What follows belongs to an exercise in optimizing a design on an open flow for small area, a short achievable clock period and few clock cycles per item; a production flow would make more cautious choices.
At most, simulation tests tie the RTL to the original design; equivalence was not proved.
The clock port is modelled as an ideal driver; clocking choices that lean on that would not hold on a real chip.
Power is estimated from default activity; no workload was simulated.

== the baseline ==
==> flow/design.v (excerpt) <==
module cnn_dvcon
(
  input  logic               aclk,
  input  logic               aresetn,
  input  logic [cnn_dvcon_pkg::TDATA_W-1:0] s_axis_tdata,
  input  logic               s_axis_tvalid,
  output logic               s_axis_tready,
  output logic [cnn_dvcon_pkg::ACC_W-1:0]   m_axis_tdata,
  output logic               m_axis_tvalid,
  input  logic               m_axis_tready
);
Size in the first run: ~1500 cells after synthesis, about 240 flip-flops.
clock: 8.0 ns
lec_check: 0
cap_margin: 20
core_margin: 2
core_utilization: 65
cts_buf_list: sky130_fd_sc_hd__clkbuf_4 sky130_fd_sc_hd__clkbuf_8
place_density: 0.75
setup_slack_margin: 4.5
slew_margin: 20
synth_hierarchical: 1
standard.sh (not shown) runs the stock make flow with config.mk's settings and CLKGATE_MAP_FILE= SYNTH_SCRIPT=/design/flow/synth_recipe.tcl, a recipe that flattens the netlist after the stock synthesis.
==> flow/flow/run.sh <==
#!/bin/bash
# Standard layout (the standard.sh) with two changes:
#  - the port buffers are sky130_fd_sc_hd__buf_2 cells rather than the delay cells
#    buffer_ports picks by default;
#  - clock tree synthesis builds from clkbuf_4/clkbuf_8 and adds no dummy
#    load cells (otherwise the same clock_tree_synthesis arguments as ORFS).
set -e
export BUFFER_PORTS_ARGS="-buffer_cell sky130_fd_sc_hd__buf_2"
export CTS_ARGS="-sink_clustering_enable -repair_clock_nets -dont_use_dummy_load -buf_list {sky130_fd_sc_hd__clkbuf_4 sky130_fd_sc_hd__clkbuf_8}"
bash standard.sh > standard_flow.log 2>&1
--- input diff the baseline..the candidate ---
diff --git a/flow/config.mk b/flow/config.mk
--- a/flow/config.mk
+++ b/flow/config.mk
@@ -13 +13 @@
-export SETUP_SLACK_MARGIN = 4.5
+export SETUP_SLACK_MARGIN = 4.0
--- outcome ---
met3 capacity usage during global routing, the candidate and the baseline, higher one = the candidate.
Every stage of the flow completed for the candidate, and the final layout passed the timing, design-rule and antenna checks.
Combinational cell fraction of total power was higher in the candidate than in the baseline.
Comparing routed wire length for the candidate and the baseline, the smaller number came from the baseline.
On average footprint of a synthesized cell, the candidate and the baseline are basically level.
Compared with the baseline, in the candidate cell area shrank by about 1.6%; clock transition at the register clock pins on the worst setup and hold paths after CTS closely matched the old numbers.
No functional check of the RTL was part of any run of this note.

========
== alpha ==
cnn_dvcon, a different RTL version from the one above (not shown whole).
Size in the first run: about 1500 cells after synthesis, about 170 I/O pins.
// cnn_dvcon
module cnn_dvcon
(
  input  logic               aclk,
  input  logic               aresetn,
  input  logic [cnn_dvcon_pkg::TDATA_W-1:0] s_axis_tdata,
  input  logic               s_axis_tvalid,
  output logic               s_axis_tready,
  output logic [cnn_dvcon_pkg::ACC_W-1:0]   m_axis_tdata,
  output logic               m_axis_tvalid,
  input  logic               m_axis_tready
);
clock: 8.0 ns
lec_check: 0
cap_margin: 20
core_margin: 2
core_utilization: 40
setup_slack_margin: 4.3
slew_margin: 20
synth_hierarchical: 1
==> flow/flow/run.sh <==
#!/bin/bash
# Standard layout (the standard.sh), except that the port buffers are
# sky130_fd_sc_hd__buf_2 cells rather than the delay cells buffer_ports picks by default.
set -e
export BUFFER_PORTS_ARGS="-buffer_cell sky130_fd_sc_hd__buf_2"
bash standard.sh > standard_flow.log 2>&1
alpha | stages: all done | timing, DRC, antenna: all pass
Testbench counts of alpha, summed over its fixed seeds: cycles 16,016, items 16,000.
### alpha -> beta
# alpha
export LEC_CHECK = 0
export CAP_MARGIN = 20
export CORE_MARGIN = 2
export CORE_UTILIZATION = 40
export SETUP_SLACK_MARGIN = 4.3
export SLEW_MARGIN = 20
export SYNTH_HIERARCHICAL = 1
create_clock -name core_clock -period 8.0 [get_ports {aclk}]
# beta
export LEC_CHECK = 0
export CAP_MARGIN = 20
export CORE_MARGIN = 2
export CORE_UTILIZATION = 40
export SETUP_SLACK_MARGIN = 4.0
export SLEW_MARGIN = 20
export SYNTH_HIERARCHICAL = 1
create_clock -name core_clock -period 8.0 [get_ports {aclk}]
Findings:
On beta: final area is 11% lower than what alpha gave.
beta: highest clock frequency the design can meet lower than alpha
Summary of beta over alpha: iteration count of the initial detailed-routing pass lower, detail-routed net length per standard cell lower, part of the cycle the worst path needs climbed 0.48 points, layout overhead on the synthesized area has decreased.
Run comparison: beta source of the critical timing path s_axis_tdata[90]; alpha source of the critical timing path r1_fc_480$_DFFE_PP_
Compared to alpha, beta has total global routing track utilization 0.35 points lower.
Total number of cells along the worst setup path, beta and alpha: higher on alpha
Number of antenna violations at the first check in global routing: beta vs alpha down 1

========
cnn_dvcon, a different RTL version from the one above (not shown whole).
For scale: about 170 I/O pins, about 0.019 sq mm of cells after synthesis.
Settings: LEC_CHECK=0, CAP_MARGIN=20, CORE_MARGIN=2, CORE_UTILIZATION=40, SETUP_SLACK_MARGIN=4.15, SLEW_MARGIN=20, SYNTH_HIERARCHICAL=1; clock period 8.0 ns.
Scripts as last shown in full above: flow/flow/run.sh
Testbench counts at the start, summed over its fixed seeds: cycles 16,016, items 16,000.
Then changed:
==> flow/flow/run.sh (replaced) <==
#!/bin/bash
# Standard layout (the standard.sh) with two changes:
#  - the port buffers are sky130_fd_sc_hd__buf_2 cells rather than the delay cells
#    buffer_ports picks by default;
#  - clock tree synthesis builds from clkbuf_4/clkbuf_8 and adds no dummy
#    load cells (otherwise the same clock_tree_synthesis arguments as ORFS).
set -e
export BUFFER_PORTS_ARGS="-buffer_cell sky130_fd_sc_hd__buf_2"
export CTS_ARGS="-sink_clustering_enable -repair_clock_nets -dont_use_dummy_load -buf_list {sky130_fd_sc_hd__clkbuf_4 sky130_fd_sc_hd__clkbuf_8}"
bash standard.sh > standard_flow.log 2>&1
--- a/flow/config.mk
+++ b/flow/config.mk
@@ -11 +11,3 @@
-export SETUP_SLACK_MARGIN = 4.15
+export CTS_BUF_LIST = sky130_fd_sc_hd__clkbuf_4 sky130_fd_sc_hd__clkbuf_8
+export PLACE_DENSITY = 0.75
+export SETUP_SLACK_MARGIN = 4.0
Outcome:
- The new run passed the timing, design-rule and antenna checks
- critical path depth stays the same
- via count came out higher slightly
- clock power is lower by well over a third
- worst setup slack gets worse by 0.017 ns
- fmax shrinks slightly
- combinational power barely changes
- area after synthesis is unchanged
Then changed:
==> flow/flow/run.sh (replaced) <==
#!/bin/bash
# Standard layout (the standard.sh), except that the port buffers are
# sky130_fd_sc_hd__buf_2 cells rather than the delay cells buffer_ports picks by default.
set -e
export BUFFER_PORTS_ARGS="-buffer_cell sky130_fd_sc_hd__buf_2"
bash standard.sh > standard_flow.log 2>&1
--- a/flow/config.mk
+++ b/flow/config.mk
@@ -12 +11,0 @@
-export PLACE_DENSITY = 0.75
After rerunning: The new run ran to the end with no violations. Die area stays the same. Combinational power went down slightly. Power rises slightly. Synthesized area stays the same. Via count fell slightly.
Then changed:
--- a/flow/flow/run.sh
+++ b/flow/flow/run.sh
@@ -5,0 +6 @@
+export CTS_ARGS="-sink_clustering_enable -repair_clock_nets -dont_use_dummy_load -buf_list {sky130_fd_sc_hd__clkbuf_4 sky130_fd_sc_hd__clkbuf_8}"
What happened: The new run ran to the end with no violations; first-iteration DRC count decreases by 3.2%; area after synthesis is unchanged; setup slack is better by 0.050 ns; worst hold slack loses 0.013 ns; clock-buffer cell count is unchanged; via count is about the same; routed wire length hardly moves; die area does not change; power shrinks by 2.2%; utilization shrinks by 0.45 points.

[static timing again, ports no longer ideal]
The flow's constraints put no driver on any port. The routed layouts listed below were extracted and timed again, unchanged, in two steps.
Step 1 assumes that a clkbuf_16 drives the clock port and a buf_2 every other input.
Step 2 moves the port delays by t, midway between the first and last clock arrival at a register: inputs arrive t later, outputs are due t later. That takes back most of the time a late clock gives input paths.
Slacks: no drivers / after step 1 / after step 2; pairs: no drivers / after step 1.
| run | shift t [ns] | setup slack, ns | worst register clock-pin slew, ns |
|---|---|---|---|
| the baseline | 0.593 | 4.400 / 4.400 / 4.017 | 0.06 / 0.06 |
| the candidate | 0.590 | 4.212 / 4.212 / 4.054 | 0.07 / 0.07 |
| alpha | 0.489 | 4.065 / 4.013 / 3.696 | 0.07 / 0.07 |
| beta | 0.493 | 4.027 / 4.006 / 3.556 | 0.07 / 0.07 |
| the first run of note 3 | 0.497 | 4.141 / 4.155 / 3.658 | 0.08 / 0.08 |
| the second run of note 3 | 0.540 | 4.124 / 4.126 / 3.586 | 0.11 / 0.11 |
| the third run of note 3 | 0.548 | 4.061 / 4.088 / 3.540 | 0.12 / 0.12 |
| the fourth run of note 3 | 0.524 | 4.111 / 4.137 / 3.613 | 0.10 / 0.10 |
After both steps every run listed still meets setup and hold. The setup slack of the second run of note 3, which loses most, moves by +0.002 ns with the drivers and by -0.538 ns with both steps.
